From an optimization exercise on the open Yosys and OpenROAD flow, aimed at small area, a short achievable clock period and few clock cycles per item; shortcuts taken in it are not production practice. Function was checked by simulation only, so behaviour that the tests miss may differ from the original.

<file path="flow/config.mk">
export PLATFORM = sky130hd
export DESIGN_NAME = sensor_thp_compensation_top
export DESIGN_NICKNAME = sensor_thp_compensation_top
export VERILOG_FILES = /design/flow/design.v
export SDC_FILE = /design/flow/constraint.sdc
export NUM_CORES = 4
export LEC_CHECK = 0
export CAP_MARGIN = 40
export CORE_MARGIN = 2
export CORE_UTILIZATION = 30
export PLACE_DENSITY = 0.45
export SLEW_MARGIN = 40
</file>
<file path="flow/constraint.sdc">
create_clock -name core_clock -period 20.0 [get_ports {clk}]
set_input_delay 4.0000 -clock core_clock [delete_from_list [all_inputs] [get_ports {clk}]]
set_output_delay 4.0000 -clock core_clock [all_outputs]
set_load 0.01 [all_outputs]
</file>
<file path="flow/design.v">
package sthp_pkg;
	localparam int unsigned CmdW = 2;
	localparam int unsigned RawW = 20;
	localparam int unsigned OutW = 18;
	localparam int unsigned CfgIdxW = 3;
	localparam int unsigned CfgDataW = 64;
	localparam logic [CmdW-1:0] CMD_TEMP  = 2'd0;
	localparam logic [CmdW-1:0] CMD_PRESS = 2'd1;
	localparam logic [CmdW-1:0] CMD_HUMID = 2'd2;
	localparam logic [CfgIdxW-1:0] REG_TEMP     = 3'd0;
	localparam logic [CfgIdxW-1:0] REG_PRESS_LO = 3'd1;
	localparam logic [CfgIdxW-1:0] REG_PRESS_HI = 3'd2;
	localparam logic [CfgIdxW-1:0] REG_PRESS_P9 = 3'd3;
	localparam logic [CfgIdxW-1:0] REG_HUMID    = 3'd4;
	localparam logic signed [31:0] TEMP_MIN   = -32'sd4000;
	localparam logic signed [31:0] TEMP_MAX   = 32'sd8500;
	localparam logic [31:0]        PRESS_MIN  = 32'd30000;
	localparam logic [31:0]        PRESS_MAX  = 32'd110000;
	localparam logic signed [31:0] HUM_CAP    = 32'sd419430400;
	localparam logic signed [31:0] HUM_MAX    = 32'sd102400;
endpackage
import sthp_pkg::*;
module sthp_div (
	input  logic        clk,
	input  logic        arst_n,
	input  logic        start,
	input  logic [31:0] num,
	input  logic [31:0] den,
	output logic        done,
	output logic [31:0] quo
);
	logic [31:0] rem_q;
	logic [31:0] quo_q;
	logic [31:0] den_q;
	logic [5:0]  cnt_q;
	logic        busy_q;
	logic        done_q;
	logic [32:0] shifted;
	logic [32:0] diff;
	assign shifted = {rem_q, quo_q[31]};
	assign diff    = shifted - {1'b0, den_q};
	always_ff @(posedge clk or negedge arst_n) begin
		if (!arst_n) begin
			busy_q <= 1'b0;
			done_q <= 1'b0;
			cnt_q  <= '0;
		end else begin
			done_q <= 1'b0;
			if (start) begin
				busy_q <= 1'b1;
				cnt_q  <= 6'd0;
			end else if (busy_q) begin
				cnt_q <= cnt_q + 6'd1;
				if (cnt_q == 6'd31) begin
					busy_q <= 1'b0;
					done_q <= 1'b1;
				end
			end
		end
	end
	always_ff @(posedge clk) begin
		if (start) begin
			rem_q <= '0;
			quo_q <= num;
			den_q <= den;
		end else if (busy_q) begin
			if (!diff[32]) begin
				rem_q <= diff[31:0];
				quo_q <= {quo_q[30:0], 1'b1};
			end else begin
				rem_q <= shifted[31:0];
				quo_q <= {quo_q[30:0], 1'b0};
			end
		end
	end
	assign done = done_q;
	assign quo  = quo_q;
endmodule
import sthp_pkg::*;
module sensor_thp_compensation_top (
	input  logic                          clk,
	input  logic                          arst_n,
	input  logic                          s_tvalid,
	output logic                          s_tready,
	input  logic [23:0]                   s_tdata,   
	input  logic [sthp_pkg::CmdW-1:0]     s_tuser,   
	output logic                          m_tvalid,
	input  logic                          m_tready,
	output logic [23:0]                   m_tdata,   
	input  logic                          cfg_valid,
	output logic                          cfg_ready,
	input  logic [sthp_pkg::CfgIdxW-1:0]  cfg_index,
	input  logic [sthp_pkg::CfgDataW-1:0] cfg_data
);
	typedef enum logic [5:0] {
		ST_IDLE,
		ST_T0, ST_T1, ST_T2, ST_T3, ST_T4, ST_T5,
		ST_P0, ST_P1, ST_P2, ST_P3, ST_P4, ST_P5, ST_P6, ST_P7, ST_P8, ST_P9,
		ST_P10, ST_P11, ST_P12, ST_PDIV, ST_P14, ST_P15, ST_P16, ST_P17, ST_P18,
		ST_H0, ST_H1, ST_H2, ST_H3, ST_H4, ST_H5, ST_H6, ST_H7, ST_H8, ST_H9, ST_H10,
		ST_OUT
	} state_t;
	function automatic logic signed [31:0] sdiv(input logic signed [31:0] x,
		input int unsigned k);
		logic signed [31:0] bias;
		bias = x[31] ? ((32'sd1 <<< k) - 32'sd1) : 32'sd0;
		sdiv = (x + bias) >>> k;
	endfunction
	state_t state_q;
	logic [47:0] tcal_q;
	logic [63:0] pcal_lo_q, pcal_hi_q, hcal_q;
	logic [15:0] p9_q;
	logic signed [31:0] ft_q;
	logic signed [31:0] a_q, b_q, c_q, d_q, e_q;
	logic [31:0] p_q;
	logic [RawW-1:0] raw_q;
	logic hi_q;
	logic [OutW-1:0] res_q;
	logic m_tvalid_q;
	logic [OutW-1:0] m_data_q;
	logic signed [31:0] t1, t2, t3, p1, p2, p3, p4, p5, p6, p7, p8, p9;
	logic signed [31:0] h1, h2, h3, h4, h5, h6;
	logic signed [31:0] mul_a, mul_b, prod, tmp, hum;
	logic signed [31:0] adc;
	logic div_start, div_done;
	logic [31:0] div_num, div_quo;
	assign t1 = {16'd0, tcal_q[15:0]};
	assign t2 = {{16{tcal_q[31]}}, tcal_q[31:16]};
	assign t3 = {{16{tcal_q[47]}}, tcal_q[47:32]};
	assign p1 = {16'd0, pcal_lo_q[15:0]};
	assign p2 = {{16{pcal_lo_q[31]}}, pcal_lo_q[31:16]};
	assign p3 = {{16{pcal_lo_q[47]}}, pcal_lo_q[47:32]};
	assign p4 = {{16{pcal_lo_q[63]}}, pcal_lo_q[63:48]};
	assign p5 = {{16{pcal_hi_q[15]}}, pcal_hi_q[15:0]};
	assign p6 = {{16{pcal_hi_q[31]}}, pcal_hi_q[31:16]};
	assign p7 = {{16{pcal_hi_q[47]}}, pcal_hi_q[47:32]};
	assign p8 = {{16{pcal_hi_q[63]}}, pcal_hi_q[63:48]};
	assign p9 = {{16{p9_q[15]}}, p9_q};
	assign h1 = {24'd0, hcal_q[7:0]};
	assign h2 = {{16{hcal_q[23]}}, hcal_q[23:8]};
	assign h3 = {24'd0, hcal_q[31:24]};
	assign h4 = {{20{hcal_q[43]}}, hcal_q[43:32]};
	assign h5 = {{20{hcal_q[55]}}, hcal_q[55:44]};
	assign h6 = {{24{hcal_q[63]}}, hcal_q[63:56]};
	assign adc = {12'd0, raw_q};
	always_comb begin
		mul_a = '0;
		mul_b = '0;
		unique case (state_q)
			ST_T1:  begin mul_a = a_q; mul_b = t2; end
			ST_T2:  begin mul_a = b_q; mul_b = b_q; end
			ST_T3:  begin mul_a = b_q; mul_b = t3; end
			ST_T5:  begin mul_a = ft_q; mul_b = 32'sd5; end
			ST_P1:  begin mul_a = sdiv(a_q, 2); mul_b = sdiv(a_q, 2); end
			ST_P2:  begin mul_a = sdiv(c_q, 11); mul_b = p6; end
			ST_P3:  begin mul_a = a_q; mul_b = p5; end
			ST_P6:  begin mul_a = p3; mul_b = sdiv(c_q, 13); end
			ST_P7:  begin mul_a = p2; mul_b = a_q; end
			ST_P9:  begin mul_a = a_q + 32'sd32768; mul_b = p1; end
			ST_P11: begin mul_a = p_q; mul_b = 32'sd3125; end
			ST_P14: begin mul_a = {3'd0, p_q[31:3]}; mul_b = {3'd0, p_q[31:3]}; end
			ST_P15: begin mul_a = p9; mul_b = {13'd0, c_q[31:13]}; end
			ST_P16: begin mul_a = {2'd0, p_q[31:2]}; mul_b = p8; end
			ST_H1:  begin mul_a = h5; mul_b = a_q; end
			ST_H3:  begin mul_a = a_q; mul_b = h6; end
			ST_H4:  begin mul_a = a_q; mul_b = h3; end
			ST_H6:  begin mul_a = b_q; mul_b = c_q; end
			ST_H7:  begin mul_a = d_q; mul_b = h2; end
			ST_H8:  begin mul_a = e_q; mul_b = b_q; end
			ST_H9:  begin mul_a = sdiv(c_q, 15); mul_b = sdiv(c_q, 15); end
			ST_H10: begin mul_a = d_q; mul_b = h1; end
			default: begin mul_a = '0; mul_b = '0; end
		endcase
	end
	assign prod = mul_a * mul_b;
	always_comb begin
		tmp = sdiv(prod + 32'sd128, 8);
		hum = c_q - sdiv(prod, 4);
		if (hum < 0)
			hum = '0;
		if (hum > HUM_CAP)
			hum = HUM_CAP;
		hum = hum >>> 12;
		if (hum > HUM_MAX)
			hum = HUM_MAX;
	end
	assign div_start = (state_q == ST_P12);
	assign div_num = p_q[31] ? p_q : {p_q[30:0], 1'b0};
	sthp_div u_div (
		.clk    (clk),
		.arst_n (arst_n),
		.start  (div_start),
		.num    (div_num),
		.den    (a_q),
		.done   (div_done),
		.quo    (div_quo)
	);
	assign cfg_ready = 1'b1;
	always_ff @(posedge clk or negedge arst_n) begin
		if (!arst_n) begin
			tcal_q    <= '0;
			pcal_lo_q <= '0;
			pcal_hi_q <= '0;
			p9_q      <= '0;
			hcal_q    <= '0;
		end else if (cfg_valid) begin
			unique case (cfg_index)
				REG_TEMP:     tcal_q    <= cfg_data[47:0];
				REG_PRESS_LO: pcal_lo_q <= cfg_data;
				REG_PRESS_HI: pcal_hi_q <= cfg_data;
				REG_PRESS_P9: p9_q      <= cfg_data[15:0];
				REG_HUMID:    hcal_q    <= cfg_data;
				default:      ;
			endcase
		end
	end
	always_ff @(posedge clk or negedge arst_n) begin
		if (!arst_n) begin
			state_q    <= ST_IDLE;
			ft_q       <= '0;
			m_tvalid_q <= 1'b0;
			m_data_q   <= '0;
			res_q      <= '0;
			raw_q      <= '0;
			hi_q       <= 1'b0;
			a_q        <= '0;
			b_q        <= '0;
			c_q        <= '0;
			d_q        <= '0;
			e_q        <= '0;
			p_q        <= '0;
		end else begin
			if (m_tvalid_q && m_tready && state_q != ST_OUT)
				m_tvalid_q <= 1'b0;
			unique case (state_q)
				ST_IDLE: if (s_tvalid) begin
					raw_q <= s_tdata[RawW-1:0];
					unique case (s_tuser)
						CMD_TEMP:  state_q <= ST_T0;
						CMD_PRESS: state_q <= ST_P0;
						CMD_HUMID: state_q <= ST_H0;
						default: begin
							res_q   <= '0;
							state_q <= ST_OUT;
						end
					endcase
				end
				ST_T0: begin
					a_q <= {15'd0, adc[19:3]} - (t1 <<< 1);
					b_q <= {16'd0, adc[19:4]} - t1;
					state_q <= ST_T1;
				end
				ST_T1: begin a_q <= sdiv(prod, 11); state_q <= ST_T2; end
				ST_T2: begin b_q <= sdiv(prod, 12); state_q <= ST_T3; end
				ST_T3: begin b_q <= sdiv(prod, 14); state_q <= ST_T4; end
				ST_T4: begin ft_q <= a_q + b_q; state_q <= ST_T5; end
				ST_T5: begin
					if (tmp < TEMP_MIN)
						res_q <= TEMP_MIN[OutW-1:0];
					else if (tmp > TEMP_MAX)
						res_q <= TEMP_MAX[OutW-1:0];
					else
						res_q <= tmp[OutW-1:0];
					state_q <= ST_OUT;
				end
				ST_P0: begin a_q <= sdiv(ft_q, 1) - 32'sd64000; state_q <= ST_P1; end
				ST_P1: begin c_q <= prod; state_q <= ST_P2; end
				ST_P2: begin b_q <= prod; state_q <= ST_P3; end
				ST_P3: begin d_q <= prod; state_q <= ST_P4; end
				ST_P4: begin b_q <= b_q + (d_q <<< 1); state_q <= ST_P5; end
				ST_P5: begin b_q <= sdiv(b_q, 2) + (p4 <<< 16); state_q <= ST_P6; end
				ST_P6: begin e_q <= sdiv(prod, 3); state_q <= ST_P7; end
				ST_P7: begin d_q <= sdiv(prod, 1); state_q <= ST_P8; end
				ST_P8: begin a_q <= sdiv(e_q + d_q, 18); state_q <= ST_P9; end
				ST_P9: begin a_q <= sdiv(prod, 15); state_q <= ST_P10; end
				ST_P10: begin
					if (a_q == 0) begin
						res_q   <= PRESS_MIN[OutW-1:0];
						state_q <= ST_OUT;
					end else begin
						p_q     <= 32'd1048576 - {12'd0, raw_q} - sdiv(b_q, 12);
						state_q <= ST_P11;
					end
				end
				ST_P11: begin p_q <= prod; state_q <= ST_P12; end
				ST_P12: begin hi_q <= p_q[31]; state_q <= ST_PDIV; end
				ST_PDIV: if (div_done) begin
					p_q     <= hi_q ? {div_quo[30:0], 1'b0} : div_quo;
					state_q <= ST_P14;
				end
				ST_P14: begin c_q <= prod; state_q <= ST_P15; end
				ST_P15: begin a_q <= sdiv(prod, 12); state_q <= ST_P16; end
				ST_P16: begin b_q <= sdiv(prod, 13); state_q <= ST_P17; end
				ST_P17: begin c_q <= sdiv(a_q + b_q + p7, 4); state_q <= ST_P18; end
				ST_P18: begin
					p_q <= p_q + c_q;
					if (p_q + c_q < PRESS_MIN)
						res_q <= PRESS_MIN[OutW-1:0];
					else if (p_q + c_q > PRESS_MAX)
						res_q <= PRESS_MAX[OutW-1:0];
					else
						res_q <= p_q[OutW-1:0] + c_q[OutW-1:0];
					state_q <= ST_OUT;
				end
				ST_H0: begin a_q <= ft_q - 32'sd76800; state_q <= ST_H1; end
				ST_H1: begin
					d_q <= prod;
					b_q <= (adc <<< 14) - (h4 <<< 20);
					state_q <= ST_H2;
				end
				ST_H2: begin e_q <= sdiv(b_q - d_q + 32'sd16384, 15); state_q <= ST_H3; end
				ST_H3: begin b_q <= sdiv(prod, 10); state_q <= ST_H4; end
				ST_H4: begin c_q <= sdiv(prod, 11); state_q <= ST_H5; end
				ST_H5: begin c_q <= c_q + 32'sd32768; state_q <= ST_H6; end
				ST_H6: begin d_q <= sdiv(prod, 10) + 32'sd2097152; state_q <= ST_H7; end
				ST_H7: begin b_q <= sdiv(prod + 32'sd8192, 14); state_q <= ST_H8; end
				ST_H8: begin c_q <= prod; state_q <= ST_H9; end
				ST_H9: begin d_q <= sdiv(prod, 7); state_q <= ST_H10; end
				ST_H10: begin res_q <= hum[OutW-1:0]; state_q <= ST_OUT; end
				ST_OUT: if (!m_tvalid_q || m_tready) begin
					m_data_q   <= res_q;
					m_tvalid_q <= 1'b1;
					state_q    <= ST_IDLE;
				end
				default: state_q <= ST_IDLE;
			endcase
		end
	end
	assign s_tready = (state_q == ST_IDLE);
	assign m_tvalid = m_tvalid_q;
	assign m_tdata  = {{(24-OutW){1'b0}}, m_data_q};
endmodule
</file>
<file path="flow/run.sh">
#!/bin/bash
# synth_recipe.tcl (not shown) runs the flow's synth.tcl, then flattens the netlist and writes it again
# the make line also repeats each setting of config.mk as NAME=value (left out here)
make -C /OpenROAD-flow-scripts/flow DESIGN_CONFIG=/design/flow/config.mk WORK_HOME=/design/flow/orfs CLKGATE_MAP_FILE= SYNTH_SCRIPT=/design/flow/synth_recipe.tcl finish
</file>
==> run summary <==
[metrics by stage]
step / util (%)
2_1_floorplan: -
4_1_cts: 34.7
5_1_grt: 34.7
3_5_place_dp: 33.4
3_3_place_gp: 33.2
6_report: 34.8
[metal layers]
layer	vias up	part of all wire (%)	GRT usage, %
met1	39000	39	44.3
met2	4372	41	52.1
met3	1260	11	13.7
li1	32700	-	-
met5	-	0.040	0.128
met4	26	9.4	28.2
[worst max-delay path by stage]
stage	startpoint	depth (start not counted)	endpoint	slack [ns]
global placement	state_q[0]	65	res_q[5]	2.30
global route	state_q[3]	61	res_q[14]	1.37
CTS	state_q[0]	60	res_q[5]	2.31
finish	state_q[5]	62	res_q[5]	1.90
floorplan	c_q[31]	65	res_q[10]	4.30
detailed placement	state_q[0]	60	res_q[5]	2.38
[worst max-delay path: cells and delay by family, from the launching register on]
| kind | cells | cell delay [ns] |
|---|---|---|
| AO/OA/AOI/OAI | 18 | 3.90 |
| XOR/XNOR | 11 | 2.87 |
| adder cells (fa/ha/maj) | 9 | 4.47 |
| buffers and inverters | 12 | 2.59 |
| flip-flops | 1 | 0.68 |
| AND/OR/NAND/NOR | 12 | 3.35 |
[area by class of cell]
type | count | area, sq um | area share (%)
Clock inverter | 45 | 699 | 0.791
Inverter | 837 | 3140 | 3.55
Timing Repair Buffer | 645 | 5240 | 5.93
Tap cell | 3366 | 4210 | 4.77
Multi-Input combinational cell | 7174 | 56100 | 63.5
Sequential cell | 645 | 16300 | 18.5
Clock buffer | 121 | 2570 | 2.91
Antenna cell | 34 | 85.1 | 0.0963
[Yosys cell counts, drive strengths merged (232+ instances only)]
cell type  number  share of area, %
nor2          899               4.4
inv           831               4.1
nand2         819               4.0
xnor2         587               6.7
ha            585               9.5
dfrtp         549                18
a21oi         469               3.1
o21ai         437               2.9
fa            420                11
clkbuf        418               2.1
mux2          300               4.4
xor2          232               2.7
[cell usage in the layout, fill, tap and decap left out, types with 52 or more instances in the layout]
cell,count
or3_1,57
fa_1,420
mux2i_1,102
o21ai_0,428
a21oi_1,467
o221ai_1,58
clkdlybuf4s50_1,110
nor2_1,862
nor4_1,52
a221oi_1,103
edfxtp_1,64
nor2b_1,68
clkbuf_16,91
o211ai_1,72
a211oi_1,80
a31oi_1,54
a21o_1,99
dfrtp_1,536
a222oi_1,84
and3_1,83
nand2_1,813
buf_4,507
nand2b_1,91
o21a_1,75
ha_1,584
nand4_1,93
mux2_2,300
xnor2_1,567
a22oi_1,167
or2_2,69
nor3_1,168
inv_1,825
xor2_1,222
nand3_1,195
[cells by family (layout without fill, tap and decap cells)]
logic type                 count (synthesis)  in the layout  share of synthesized area (%)
AOI/OAI and AO/OA                       2124           2124                           18.9
xor gates and xnor gates                 827            827                           9.61
adders and majority gates               1005           1005                           20.5
buffers and inverters                   1351           1648                           6.75
DFF                                      645            645                           21.3
muxes                                    404            404                           5.77
other                                      2             41                        0.00980
and+or+nand+nor                         2807           2807                           17.2
[registers in the layout, indices dropped and copies added (netlist names)]
signal        flops
a_q              32
p9_q             16
pcal_hi_q        64
ft_q             32
res_q            18
u_div.cnt_q       6
raw_q            20
u_div.busy_q      1
tcal_q           48
u_div.quo_q      32
m_tvalid_q        1
u_div.done_q      1
c_q              32
hcal_q           64
p_q              32
state_q           6
u_div.rem_q      32
hi_q              1
d_q              32
e_q              29
m_data_q         18
u_div.den_q      32
b_q              32
pcal_lo_q        64
==> impl_results.md <==
* Post-synth top flop: dfrtp_1
* Avg WL per Cell at 37.6 microns
* Htree depth at 3
* Placed instance area at 84900 sq um
* Global-route wire length before repair at 649000 microns
* Clock Skew at 0.0785 ns
* CTS root buf: clkbuf_16
* Core ar. at 254000 sq um
* First DRT Iteration DRCs at 9618
* Worst Tran Pin Value at 1.06 ns
* Hold Path End: u_div.done_q
* Highest-delay cell along the critical path: or4b_1
* Worst skew pair latency at 0.82 ns
* Synth warn at 2
* Fmax at 55.3 MHz
* EDFF count, synth at 64
* Register area share after synthesis at 21.3%
* Dpl hpwl at 384000 microns
* Worst Path Required at 20.66 ns
* Setup_tns at 0 ns
* Non-filler cells in the finished layout at 12900
* CP arrival at 18.76 ns
* Chip width at 509 microns
* R2r setup slk at 1.90 ns
* Most used cell, CP: fa_1
* Post-CTS resize count at 0
* DIE HEIGHT at 509 microns
* #FFs+latches synth at 645
* Row Count at 185
* Hold path cells at 1
* Final Critical Period at 18.10 ns
* Post-CTS setup buffers at 0
* Mapped Cells at 9165
* Worst Setup Path Type: reg -> reg
* Drt pass-1 iters at 11
* Post-synthesis cell type count at 114
* Largest net degree at the start of global routing at 137
* Worst Min Path Start: u_div.cnt_q[5]
* Pre-CTS WS at 2.38 ns
* Relative slew slack at 29.0%
* Sink Count at 645
* Vias at 77300
* Crit-path max FO at 30
* Reg-to-reg endpoint: res_q[5]
* RSZ-0062 raised after global routing: false
* Startpoint Class: register
* Worst r2r path cells at 62
* Fill cells at 26600
* Max Buffers Root-to-Sink at 3
* Cell Area, Synth at 76600 sq um
* Crit end category: register
* Initial antenna violation count at 62
* Vias in the first global route at 74900
* Global placement routability congestion at 1.08
* Number of port buffers at 113
* Clk slew on worst S/H paths at 0.06 ns
* Crit path largest cell delay at 0.98 ns
* FFs w/ async S/R, synth at 85.1%
* GRT overflow at 0
* DRC violations left at 0
* Layout area overhead at 15.3%
* Final worst slack at 1.90 ns
* Global Route Usage Sum at 36.5%
* Crit share post-route at 90.5%
* Final hold slack at 0.473 ns
* Worst hold path class: reg -> reg
* Setup Viol. Count Final at 0
* Cts hold-fix bufs at 0
* Maxcap violations at 0
* Ports at 125
* Status: complete, no violations
* Clock tree from TritonCTS: built
* Placed cell count at 12700
* Syn_area_per_cell at 8.36 sq um
* Starting Density at 30.2%
* Die area at 260000 sq um
* Share of layout cells above drive strength 1 at 13.4%
* Net count, final at 10500
* Slew Limit Fails at 0
* Final antenna-violating net count at 0
* CTS buffer count at 89
* Final Hold Fails at 0
* Post-route cell area at 88400 sq um
* Worst reg2reg path startpoint: state_q[5]
* Avg Vias per Cell at 6.01
* WL final at 484000 microns
Testbench counts, summed over its fixed seeds: cycles 82,414, items 3,200.

port drivers added, routing unchanged:
The results above use ideal ports. As a check the final layout listed here was re-extracted and re-timed, cells and wires unchanged.
Step 1: set_driving_cell puts a clkbuf_16 on clk and a buf_2 on each other input, an assumption about the parent block.
Step 2 moves the port delays by t, midway between the first and last clock arrival at a register: inputs arrive t later, outputs are due t later. That takes back most of the time a late clock gives input paths.
Slacks: ideal ports / drivers / drivers and shift; pairs: ideal ports / drivers.
t (ns): 0.871
setup slack, ns: 1.901 / 1.901 / 1.901
clock arrival spread, ns: 0.079 / 0.079
worst slew at a driven data input, ns: 0.09
cell pins on the clock port's net: 1
After both steps this run still meets setup and hold. For this run, drivers alone change the setup slack by 0.000 ns; drivers and shift together by 0.000 ns.
